What follows belongs to an exercise in optimizing a design on an open flow for small area, a short achievable clock period and few clock cycles per item; a production flow would make more cautious choices.
The RTL was checked by simulation tests, not by an equivalence proof against the original design.
No activity file was given, so power comes from the tool's default toggle rates.

==> build 63: inputs <==
==> flow/design.v <==
`default_nettype none
package iopc_pkg;
   localparam int FIELD_W = 64;
   localparam int K = 8;
   localparam logic [1:0] RES_ZERO = 2'd0;
   localparam logic [1:0] RES_ONE  = 2'd1;
   localparam logic [1:0] RES_M1   = 2'd2;    
   localparam logic [1:0] RES_OVF  = 2'd3;    
   localparam int QD = 8;
endpackage
`default_nettype wire
`default_nettype none
module iopc_mul #(
   parameter int K = 8    
) (
   input  logic [65:0]  s_in,
   input  logic [65:0]  c_in,
   input  logic [31:0]  a,
   input  logic [K-1:0] chunk,
   output logic [65:0]  s_out,
   output logic [65:0]  c_out
);
   logic [65:0] pp [8];
   logic [65:0] a1, b1, a2, b2, a3, b3, a4, b4, a5, b5, a6, b6, a7, b7;
   always_comb begin
      for (int i = 0; i < 8; i++) pp[i] = chunk[i] ? (66'(a) << i) : 66'd0;
   end
   iopc_csa u_l1a (.x({s_in[65-K:0], {K{1'b0}}}), .y({c_in[65-K:0], {K{1'b0}}}), .z(pp[0]),
                   .s(a1), .c(b1));
   iopc_csa u_l1b (.x(pp[1]), .y(pp[2]), .z(pp[3]), .s(a2), .c(b2));
   iopc_csa u_l1c (.x(pp[4]), .y(pp[5]), .z(pp[6]), .s(a3), .c(b3));
   iopc_csa u_l2a (.x(a1), .y(b1), .z(a2), .s(a4), .c(b4));
   iopc_csa u_l2b (.x(b2), .y(a3), .z(b3), .s(a5), .c(b5));
   iopc_csa u_l3  (.x(a4), .y(b4), .z(a5), .s(a6), .c(b6));
   iopc_csa u_l4  (.x(a6), .y(b6), .z(b5), .s(a7), .c(b7));
   iopc_csa u_l5  (.x(a7), .y(b7), .z(pp[7]), .s(s_out), .c(c_out));
endmodule
module iopc_csa (
   input  logic [65:0] x,
   input  logic [65:0] y,
   input  logic [65:0] z,
   output logic [65:0] s,
   output logic [65:0] c
);
   assign s = x ^ y ^ z;
   assign c = {(x[64:0] & y[64:0]) | (x[64:0] & z[64:0]) | (y[64:0] & z[64:0]), 1'b0};
endmodule
`default_nettype wire
`default_nettype none
module iopc_ctrl (
   input  logic [63:0] b,
   input  logic [63:0] e,
   output logic        full,      
   output logic [1:0]  code,      
   output logic        comp,      
   output logic [63:0] r_init,    
   output logic        neg,       
   output logic [5:0]  e_rem,     
   output logic [3:0]  idx        
);
   logic        bneg, eneg, ezero, ebig, e_one, mag_le1, mag_ge32, pc_ovf, bm1, bz;
   logic [63:0] magp;
   logic [31:0] mag32;
   logic [5:0]  e6;
   logic [3:1]  ge_chunk;
   assign bneg  = b[63];
   assign mag32 = bneg ? (32'd0 - b[31:0]) : b[31:0];
   assign magp  = b ^ {64{bneg}};           
   assign eneg  = e[63];
   assign ezero = (e == 64'd0);
   assign ebig  = |e[62:6];
   assign e6    = e[5:0];
   assign e_one = !eneg && !ebig && (e6 == 6'd1);
   assign bm1   = &b;
   assign bz    = (b[63:1] == 63'd0) && !b[0];
   assign mag_le1  = (b[63:1] == 63'd0) || bm1;
   assign mag_ge32 = bneg ? (!(&b[63:32]) || (b[31:0] == 32'd0)) : (|b[63:32]);
   always_comb begin
      pc_ovf = 1'b0;
      for (int p = 2; p < 32; p++) begin
         if ((|(magp >> p)) && (e6 >= 6'((64 + p - 1) / p))) pc_ovf = 1'b1;
      end
   end
   always_comb begin
      for (int j = 1; j < 4; j++) begin
         ge_chunk[j] = bneg ? (((b >> (8 * j)) != ({64{1'b1}} >> (8 * j))) ||
                               ((b << (64 - 8 * j)) == 64'd0))
                            : (|(b >> (8 * j)));
      end
   end
   assign idx = ge_chunk[3] ? 4'b1000 : ge_chunk[2] ? 4'b0100 : ge_chunk[1] ? 4'b0010 : 4'b0001;
   always_comb begin
      full = 1'b0;
      comp = 1'b0;
      if (eneg)                           code = iopc_pkg::RES_ZERO;
      else if (ezero)                     code = iopc_pkg::RES_ONE;
      else if (mag_le1)                   code = bz ? iopc_pkg::RES_ZERO :
                                                 (bm1 && e[0]) ? iopc_pkg::RES_M1 : iopc_pkg::RES_ONE;
      else if (e_one)                     begin code = iopc_pkg::RES_ZERO; full = 1'b1; end
      else if (ebig || mag_ge32 || pc_ovf) code = iopc_pkg::RES_OVF;
      else                                begin code = iopc_pkg::RES_ZERO; full = 1'b1; comp = 1'b1; end
   end
   assign r_init = e_one ? b : {32'd0, mag32};
   assign neg    = bneg && e[0];
   always_comb begin
      e_rem = 6'b100000;
      for (int i = 1; i < 6; i++) begin
         if (e6[i] && (e6 >> (i + 1)) == 6'd0) e_rem = 6'((e6 << (6 - i)) | (6'd1 << (5 - i)));
      end
   end
endmodule
`default_nettype wire
`default_nettype none
module int64_power_overflow_checked (
   input  logic        clock,
   input  logic        reset,
   input  logic        req_valid,
   output logic        req_stall,
   input  logic [63:0] req_base,
   input  logic [63:0] req_exponent,
   output logic        rsp_valid,
   input  logic        rsp_stall,
   output logic [63:0] rsp_power,
   output logic        rsp_overflow
);
   localparam int K  = iopc_pkg::K;
   localparam int QD = iopc_pkg::QD;
   localparam int QW = $clog2(QD);
   logic        in_full, in_comp, in_neg;
   logic [1:0]  in_code;
   logic [63:0] in_r;
   logic [5:0]  in_erem;
   logic [3:0]  in_idx;
   iopc_ctrl u_cls (
      .b      (req_base),
      .e      (req_exponent),
      .full   (in_full),
      .code   (in_code),
      .comp   (in_comp),
      .r_init (in_r),
      .neg    (in_neg),
      .e_rem  (in_erem),
      .idx    (in_idx)
   );
   logic [2:0]  q_mem [QD];   
   logic [QW-1:0] q_wr, q_rd;
   logic [QW:0] q_cnt;
   logic [2:0]  q_head;
   logic        i_valid;
   logic        i_comp;
   logic [63:0] i_r;
   logic        i_neg;
   logic [5:0]  i_erem;
   logic [3:0]  i_idx;
   logic        c_busy;
   logic        c_comp;      
   logic [63:0] r_ff;        
   logic [31:0] m_ff;        
   logic        neg_ff;
   logic [5:0]  erem_ff;
   logic        mul_ff;      
   logic        last_ff;     
   logic [7:0]  idx_ff;      
   logic        res_ff;      
   logic        first_ff;    
   logic        ovf_pend;    
   logic [65:0] s_ff, cv_ff;
   logic        rp;          
   logic        rp_ovf, rp_chk;
   logic        neg_sel;     
   logic        o_valid;
   logic [63:0] o_val;
   logic        o_ovf;
   logic        q_push, q_pop, o_take, o_free, r_done, step_en, accept, in_take;
   logic        c_fin, c_take, fin_norm, fin_ovf;
   logic [31:0] mul_a;
   logic [K-1:0] chunk;
   logic [65:0] s_new, cv_new, s_acc, cv_acc, add_x, add_y, sum;
   logic        big, ovf_pre, last_nx;
   logic [62:0] r_sfx;       
   logic [7:0]  sum_top;
   assign req_stall = i_valid || (q_cnt == (QW + 1)'(QD));
   assign accept    = req_valid && !req_stall;
   assign q_push    = accept;
   assign q_head    = q_mem[q_rd];
   assign rsp_valid = (q_cnt != '0) && (!q_head[2] || o_valid);
   assign q_pop     = rsp_valid && !rsp_stall;
   assign o_take    = q_pop && q_head[2];
   always_comb begin
      if (q_head[2]) begin
         rsp_power    = o_ovf ? 64'd0 : o_val;
         rsp_overflow = o_ovf;
      end else begin
         rsp_power    = {{63{q_head[1:0] == iopc_pkg::RES_M1}},
                         (q_head[1:0] == iopc_pkg::RES_ONE) || (q_head[1:0] == iopc_pkg::RES_M1)};
         rsp_overflow = (q_head[1:0] == iopc_pkg::RES_OVF);
      end
   end
   assign o_free  = !o_valid || o_take;
   assign r_done  = rp && o_free;
   assign step_en = !rp || o_free;
   assign in_take = accept && in_full;
   assign mul_a = mul_ff ? m_ff : r_ff[31:0];
   always_comb begin
      chunk = '0;
      for (int j = 0; j < 8; j++) chunk |= r_ff[K * j +: K] & {K{idx_ff[j]}};
   end
   assign s_acc  = first_ff ? 66'd0 : s_ff;
   assign cv_acc = first_ff ? 66'd0 : cv_ff;
   iopc_mul #(.K(K)) u_mul (
      .s_in  (s_acc),
      .c_in  (cv_acc),
      .a     (mul_a),
      .chunk (chunk),
      .s_out (s_new),
      .c_out (cv_new)
   );
   assign add_x = s_ff ^ {66{neg_sel}};
   assign add_y = cv_ff ^ {66{neg_sel}};
   assign sum   = add_x + add_y + {64'd0, neg_sel, 1'b0};
   assign big   = neg_sel ? !(&sum[65:63]) : (|sum[65:63]);
   always_comb begin
      sum_top = 8'd1;
      for (int j = 1; j < 8; j++) begin
         if (|sum[K * j +: K]) sum_top = 8'd1 << j;
      end
   end
   always_comb begin
      r_sfx[62] = r_ff[63];
      for (int t = 61; t >= 0; t--) r_sfx[t] = r_sfx[t + 1] | r_ff[t + 1];
   end
   always_comb begin
      ovf_pre = 1'b0;
      if (mul_ff) begin
         for (int j = 1; j < 32; j++) begin
            if (m_ff[j] && r_sfx[63 - j]) ovf_pre = 1'b1;
         end
      end else begin
         ovf_pre = |r_ff[63:32];
      end
   end
   assign last_nx = (!mul_ff && erem_ff[5]) ? (erem_ff[4:0] == 5'b10000)
                                            : (erem_ff[3:0] == 4'b1000) && !erem_ff[4];
   assign fin_norm = c_comp && !ovf_pend && !res_ff && !ovf_pre && idx_ff[0] && last_ff;
   assign fin_ovf  = c_comp && (ovf_pend || (!res_ff && ovf_pre));
   assign c_fin    = c_busy && step_en && (!c_comp || fin_ovf || fin_norm);
   assign c_take   = !c_busy || c_fin;
   always_ff @(posedge clock) begin
      if (reset) begin
         q_wr  <= '0;
         q_rd  <= '0;
         q_cnt <= '0;
      end else begin
         if (q_push) q_wr <= q_wr + 1'b1;
         if (q_pop)  q_rd <= q_rd + 1'b1;
         q_cnt <= q_cnt + (QW + 1)'(q_push) - (QW + 1)'(q_pop);
      end
      if (q_push) q_mem[q_wr] <= {in_full, in_code};
      if (reset) begin
         i_valid <= 1'b0;
      end else if (accept && !c_take) begin
         i_valid <= in_full;
      end else if (c_take) begin
         i_valid <= 1'b0;
      end
      if (accept && !c_take) begin
         i_comp <= in_comp;
         i_r    <= in_r;
         i_neg  <= in_neg;
         i_erem <= in_erem;
         i_idx  <= in_idx;
      end
      if (reset) begin
         c_busy <= 1'b0;
      end else if (c_take) begin
         c_busy <= i_valid || in_take;
      end
      if (c_take) begin
         c_comp   <= i_valid ? i_comp : in_comp;
         r_ff     <= i_valid ? i_r : in_r;
         m_ff     <= i_valid ? i_r[31:0] : in_r[31:0];
         neg_ff   <= i_valid ? i_neg : in_neg;
         erem_ff  <= i_valid ? i_erem : in_erem;
         last_ff  <= (i_valid ? i_erem : in_erem) == 6'b010000;
         idx_ff   <= {4'd0, i_valid ? i_idx : in_idx};
         mul_ff   <= 1'b0;
         res_ff   <= 1'b0;
         first_ff <= 1'b1;
         ovf_pend <= 1'b0;
      end else if (c_busy && step_en) begin
         if (res_ff) begin
            r_ff     <= sum[63:0];
            ovf_pend <= big;
            idx_ff   <= sum_top;
            res_ff   <= 1'b0;
            first_ff <= 1'b1;
            last_ff  <= last_nx;
            if (!mul_ff && erem_ff[5]) begin
               mul_ff <= 1'b1;
            end else begin
               mul_ff  <= 1'b0;
               erem_ff <= erem_ff << 1;
            end
         end else begin
            first_ff <= 1'b0;
            if (idx_ff[0]) begin
               res_ff <= 1'b1;
            end else begin
               idx_ff <= idx_ff >> 1;
            end
         end
      end
      if (c_busy && step_en && !res_ff) begin
         if (!c_comp) begin
            s_ff  <= {{2{r_ff[63]}}, r_ff};
            cv_ff <= '0;
         end else begin
            s_ff  <= s_new;
            cv_ff <= cv_new;
         end
      end
      if (reset) begin
         rp      <= 1'b0;
         neg_sel <= 1'b0;
      end else if (c_fin) begin
         rp      <= 1'b1;
         neg_sel <= fin_norm && neg_ff;
      end else if (r_done) begin
         rp      <= 1'b0;
         neg_sel <= 1'b0;
      end
      if (c_fin) begin
         rp_ovf <= fin_ovf;
         rp_chk <= fin_norm;
      end
      if (reset) begin
         o_valid <= 1'b0;
      end else if (r_done) begin
         o_valid <= 1'b1;
      end else if (o_take) begin
         o_valid <= 1'b0;
      end
      if (r_done) begin
         o_val <= sum[63:0];
         o_ovf <= rp_ovf || (rp_chk && big);
      end
   end
endmodule
`default_nettype wire
==> flow/run.sh <==
#!/bin/bash
# synth_recipe.tcl (not shown) runs the flow's synth.tcl, then flattens the netlist and writes it again
# the make line also repeats each setting of config.mk as NAME=value (left out here)
make -C /OpenROAD-flow-scripts/flow DESIGN_CONFIG=/design/flow/config.mk WORK_HOME=/design/flow/orfs CLKGATE_MAP_FILE= SYNTH_SCRIPT=/design/flow/synth_recipe.tcl finish
==> flow/config.mk <==
export PLATFORM = sky130hd
export DESIGN_NAME = int64_power_overflow_checked
export DESIGN_NICKNAME = int64_power_overflow_checked
export VERILOG_FILES = /design/flow/design.v
export SDC_FILE = /design/flow/constraint.sdc
export NUM_CORES = 4
export LEC_CHECK = 0
export CAP_MARGIN = 20
export CORE_MARGIN = 2
export CORE_UTILIZATION = 40
export SETUP_SLACK_MARGIN = 5
export SLEW_MARGIN = 20
==> flow/constraint.sdc <==
create_clock -name core_clock -period 10.0 [get_ports {clock}]
set_input_delay 2.0000 -clock core_clock [delete_from_list [all_inputs] [get_ports {clock}]]
set_output_delay 2.0000 -clock core_clock [all_outputs]
set_load 0.01 [all_outputs]
==> inputs of trial 12, as changes to build 63 <==
--- a/flow/design.v
+++ b/flow/design.v
@@ -3,9 +3,7 @@
    localparam int FIELD_W = 64;
    localparam int K = 8;
-   localparam logic [1:0] RES_ZERO = 2'd0;
-   localparam logic [1:0] RES_ONE  = 2'd1;
-   localparam logic [1:0] RES_M1   = 2'd2;    
-   localparam logic [1:0] RES_OVF  = 2'd3;    
-   localparam int QD = 8;
+   localparam logic [1:0] KIND_TRIV = 2'd0;   
+   localparam logic [1:0] KIND_OVF  = 2'd1;   
+   localparam logic [1:0] KIND_COMP = 2'd2;   
 endpackage
 `default_nettype wire
@@ -51,7 +49,5 @@
    input  logic [63:0] b,
    input  logic [63:0] e,
-   output logic        full,      
-   output logic [1:0]  code,      
-   output logic        comp,      
+   output logic [1:0]  kind,
    output logic [63:0] r_init,    
    output logic        neg,       
@@ -59,5 +55,5 @@
    output logic [3:0]  idx        
 );
-   logic        bneg, eneg, ezero, ebig, e_one, mag_le1, mag_ge32, pc_ovf, bm1, bz;
+   logic        bneg, eneg, ezero, ebig, e_one, mag_le1, mag_ge32, pc_ovf, comp, bm1;
    logic [63:0] magp;
    logic [31:0] mag32;
@@ -71,7 +67,6 @@
    assign ebig  = |e[62:6];
    assign e6    = e[5:0];
-   assign e_one = !eneg && !ebig && (e6 == 6'd1);
+   assign e_one = !ebig && (e6 == 6'd1);
    assign bm1   = &b;
-   assign bz    = (b[63:1] == 63'd0) && !b[0];
    assign mag_le1  = (b[63:1] == 63'd0) || bm1;
    assign mag_ge32 = bneg ? (!(&b[63:32]) || (b[31:0] == 32'd0)) : (|b[63:32]);
@@ -90,17 +85,18 @@
    end
    assign idx = ge_chunk[3] ? 4'b1000 : ge_chunk[2] ? 4'b0100 : ge_chunk[1] ? 4'b0010 : 4'b0001;
+   assign comp = !(eneg || ezero || mag_le1 || e_one || ebig || mag_ge32 || pc_ovf);
    always_comb begin
-      full = 1'b0;
-      comp = 1'b0;
-      if (eneg)                           code = iopc_pkg::RES_ZERO;
-      else if (ezero)                     code = iopc_pkg::RES_ONE;
-      else if (mag_le1)                   code = bz ? iopc_pkg::RES_ZERO :
-                                                 (bm1 && e[0]) ? iopc_pkg::RES_M1 : iopc_pkg::RES_ONE;
-      else if (e_one)                     begin code = iopc_pkg::RES_ZERO; full = 1'b1; end
-      else if (ebig || mag_ge32 || pc_ovf) code = iopc_pkg::RES_OVF;
-      else                                begin code = iopc_pkg::RES_ZERO; full = 1'b1; comp = 1'b1; end
+      if (eneg || ezero || mag_le1 || e_one) kind = iopc_pkg::KIND_TRIV;
+      else if (!comp)                        kind = iopc_pkg::KIND_OVF;
+      else                                   kind = iopc_pkg::KIND_COMP;
    end
-   assign r_init = e_one ? b : {32'd0, mag32};
-   assign neg    = bneg && e[0];
+   always_comb begin
+      if (eneg)                    r_init = 64'd0;
+      else if (ezero)              r_init = 64'd1;
+      else if (!(mag_le1 || e_one)) r_init = {32'd0, mag32};
+      else if (bm1 && !e[0])       r_init = 64'd1;
+      else                         r_init = b;
+   end
+   assign neg = bneg && e[0];
    always_comb begin
       e_rem = 6'b100000;
@@ -124,10 +120,8 @@
    output logic        rsp_overflow
 );
-   localparam int K  = iopc_pkg::K;
-   localparam int QD = iopc_pkg::QD;
-   localparam int QW = $clog2(QD);
-   logic        in_full, in_comp, in_neg;
-   logic [1:0]  in_code;
+   localparam int K = iopc_pkg::K;
+   logic [1:0]  in_kind;
    logic [63:0] in_r;
+   logic        in_neg;
    logic [5:0]  in_erem;
    logic [3:0]  in_idx;
@@ -135,7 +129,5 @@
       .b      (req_base),
       .e      (req_exponent),
-      .full   (in_full),
-      .code   (in_code),
-      .comp   (in_comp),
+      .kind   (in_kind),
       .r_init (in_r),
       .neg    (in_neg),
@@ -143,10 +135,6 @@
       .idx    (in_idx)
    );
-   logic [2:0]  q_mem [QD];   
-   logic [QW-1:0] q_wr, q_rd;
-   logic [QW:0] q_cnt;
-   logic [2:0]  q_head;
    logic        i_valid;
-   logic        i_comp;
+   logic [1:0]  i_kind;
    logic [63:0] i_r;
    logic        i_neg;
@@ -154,5 +142,5 @@
    logic [3:0]  i_idx;
    logic        c_busy;
-   logic        c_comp;      
+   logic [1:0]  c_kind;
    logic [63:0] r_ff;        
    logic [31:0] m_ff;        
@@ -172,6 +160,5 @@
    logic [63:0] o_val;
    logic        o_ovf;
-   logic        q_push, q_pop, o_take, o_free, r_done, step_en, accept, in_take;
-   logic        c_fin, c_take, fin_norm, fin_ovf;
+   logic        o_free, r_done, step_en, accept, c_fin, c_take, fin_norm, fin_ovf;
    logic [31:0] mul_a;
    logic [K-1:0] chunk;
@@ -180,25 +167,8 @@
    logic [62:0] r_sfx;       
    logic [7:0]  sum_top;
-   assign req_stall = i_valid || (q_cnt == (QW + 1)'(QD));
-   assign accept    = req_valid && !req_stall;
-   assign q_push    = accept;
-   assign q_head    = q_mem[q_rd];
-   assign rsp_valid = (q_cnt != '0) && (!q_head[2] || o_valid);
-   assign q_pop     = rsp_valid && !rsp_stall;
-   assign o_take    = q_pop && q_head[2];
-   always_comb begin
-      if (q_head[2]) begin
-         rsp_power    = o_ovf ? 64'd0 : o_val;
-         rsp_overflow = o_ovf;
-      end else begin
-         rsp_power    = {{63{q_head[1:0] == iopc_pkg::RES_M1}},
-                         (q_head[1:0] == iopc_pkg::RES_ONE) || (q_head[1:0] == iopc_pkg::RES_M1)};
-         rsp_overflow = (q_head[1:0] == iopc_pkg::RES_OVF);
-      end
-   end
-   assign o_free  = !o_valid || o_take;
+   assign o_free  = !o_valid || !rsp_stall;
    assign r_done  = rp && o_free;
    assign step_en = !rp || o_free;
-   assign in_take = accept && in_full;
+   assign accept  = req_valid && !i_valid;
    assign mul_a = mul_ff ? m_ff : r_ff[31:0];
    always_comb begin
@@ -216,8 +186,8 @@
       .c_out (cv_new)
    );
-   assign add_x = s_ff ^ {66{neg_sel}};
-   assign add_y = cv_ff ^ {66{neg_sel}};
-   assign sum   = add_x + add_y + {64'd0, neg_sel, 1'b0};
-   assign big   = neg_sel ? !(&sum[65:63]) : (|sum[65:63]);
+   assign add_x   = s_ff ^ {66{neg_sel}};
+   assign add_y   = cv_ff ^ {66{neg_sel}};
+   assign sum     = add_x + add_y + {64'd0, neg_sel, 1'b0};
+   assign big     = neg_sel ? !(&sum[65:63]) : (|sum[65:63]);
    always_comb begin
       sum_top = 8'd1;
@@ -242,28 +212,21 @@
    assign last_nx = (!mul_ff && erem_ff[5]) ? (erem_ff[4:0] == 5'b10000)
                                             : (erem_ff[3:0] == 4'b1000) && !erem_ff[4];
-   assign fin_norm = c_comp && !ovf_pend && !res_ff && !ovf_pre && idx_ff[0] && last_ff;
-   assign fin_ovf  = c_comp && (ovf_pend || (!res_ff && ovf_pre));
-   assign c_fin    = c_busy && step_en && (!c_comp || fin_ovf || fin_norm);
+   assign fin_norm = (c_kind == iopc_pkg::KIND_COMP) && !ovf_pend && !res_ff && !ovf_pre &&
+                     idx_ff[0] && last_ff;
+   assign fin_ovf  = (c_kind == iopc_pkg::KIND_OVF) ||
+                     ((c_kind == iopc_pkg::KIND_COMP) && (ovf_pend || (!res_ff && ovf_pre)));
+   assign c_fin    = c_busy && step_en &&
+                     ((c_kind == iopc_pkg::KIND_TRIV) || fin_ovf || fin_norm);
    assign c_take   = !c_busy || c_fin;
    always_ff @(posedge clock) begin
       if (reset) begin
-         q_wr  <= '0;
-         q_rd  <= '0;
-         q_cnt <= '0;
-      end else begin
-         if (q_push) q_wr <= q_wr + 1'b1;
-         if (q_pop)  q_rd <= q_rd + 1'b1;
-         q_cnt <= q_cnt + (QW + 1)'(q_push) - (QW + 1)'(q_pop);
-      end
-      if (q_push) q_mem[q_wr] <= {in_full, in_code};
-      if (reset) begin
          i_valid <= 1'b0;
       end else if (accept && !c_take) begin
-         i_valid <= in_full;
+         i_valid <= 1'b1;
       end else if (c_take) begin
          i_valid <= 1'b0;
       end
       if (accept && !c_take) begin
-         i_comp <= in_comp;
+         i_kind <= in_kind;
          i_r    <= in_r;
          i_neg  <= in_neg;
@@ -274,8 +237,8 @@
          c_busy <= 1'b0;
       end else if (c_take) begin
-         c_busy <= i_valid || in_take;
+         c_busy <= i_valid || accept;
       end
       if (c_take) begin
-         c_comp   <= i_valid ? i_comp : in_comp;
+         c_kind   <= i_valid ? i_kind : in_kind;
          r_ff     <= i_valid ? i_r : in_r;
          m_ff     <= i_valid ? i_r[31:0] : in_r[31:0];
@@ -312,5 +275,5 @@
       end
       if (c_busy && step_en && !res_ff) begin
-         if (!c_comp) begin
+         if (c_kind == iopc_pkg::KIND_TRIV) begin
             s_ff  <= {{2{r_ff[63]}}, r_ff};
             cv_ff <= '0;
@@ -321,11 +284,15 @@
       end
       if (reset) begin
-         rp      <= 1'b0;
+         rp <= 1'b0;
+      end else if (c_fin) begin
+         rp <= 1'b1;
+      end else if (r_done) begin
+         rp <= 1'b0;
+      end
+      if (reset) begin
          neg_sel <= 1'b0;
       end else if (c_fin) begin
-         rp      <= 1'b1;
          neg_sel <= fin_norm && neg_ff;
       end else if (r_done) begin
-         rp      <= 1'b0;
          neg_sel <= 1'b0;
       end
@@ -338,5 +305,5 @@
       end else if (r_done) begin
          o_valid <= 1'b1;
-      end else if (o_take) begin
+      end else if (!rsp_stall) begin
          o_valid <= 1'b0;
       end
@@ -346,4 +313,8 @@
       end
    end
+   assign req_stall    = i_valid;
+   assign rsp_valid    = o_valid;
+   assign rsp_power    = o_ovf ? 64'd0 : o_val;
+   assign rsp_overflow = o_ovf;
 endmodule
 `default_nettype wire
==> qor.txt <==
Status = no timing/DRC/antenna violations
Total power = 16.6 mW
Clock-net power = 1.75 mW
Post-CTS setup buffer count = 18
Source of the worst hold timing path = rp_ovf
Worst-case setup slack after placement = 2940 ps
Cells after Synth = 3,651
Internal cell power = 8.15 mW
Final design instance area without fill = 41,500 um^2
Final critical-path setup slack = 4990 ps
Comb power = 11.8 mW
Number of enable flip-flop cells after synthesis = 381
the above is filed under trial 12

==> qor.txt <==
Comb power = 2.48 mW
Status = no timing/DRC/antenna violations
Total power = 6.39 mW
Clock-net power = 1.83 mW
Final critical-path setup slack = 4980 ps
Cells after Synth = 3,625
Internal cell power = 4.18 mW
Source of the worst hold timing path = rp
Final design instance area without fill = 43,000 um^2
Number of enable flip-flop cells after synthesis = 403
Worst-case setup slack after placement = 3730 ps
the above is filed under build 63

Testbench counts of build 63, summed over its fixed seeds: cycles 14,767, items 8,000.
Testbench counts of trial 12, summed over its fixed seeds: cycles 16,478, items 8,000.

[static timing again, ports no longer ideal]
In the flow no input, the clock included, has a driving cell. The finished layouts below were timed again as built, in two steps.
Step 1 sets driving cells, clkbuf_16 on the clock port and buf_2 on the other inputs (assumed; they add their load-dependent delay and slew).
Step 2, shift: input delay + t, output delay - t, t = (earliest + latest rising clock arrival at the registers) / 2. This alone moves slack from input paths to output paths.
a / b / c = ideal / step 1 / step 2; a / b = the first two.
run	shift t [ns]	setup WS [ns]	worst setup path after step 2	cell pins on the clock port's net
build 63	0.673	4.978 / 4.911 / 4.502	input to register	1
trial 12	0.682	4.989 / 4.989 / 4.452	input to register	1
After both steps every run listed still meets setup and hold. The setup slack of trial 12, which loses most, moves by 0.000 ns with the drivers and by -0.537 ns with both steps.
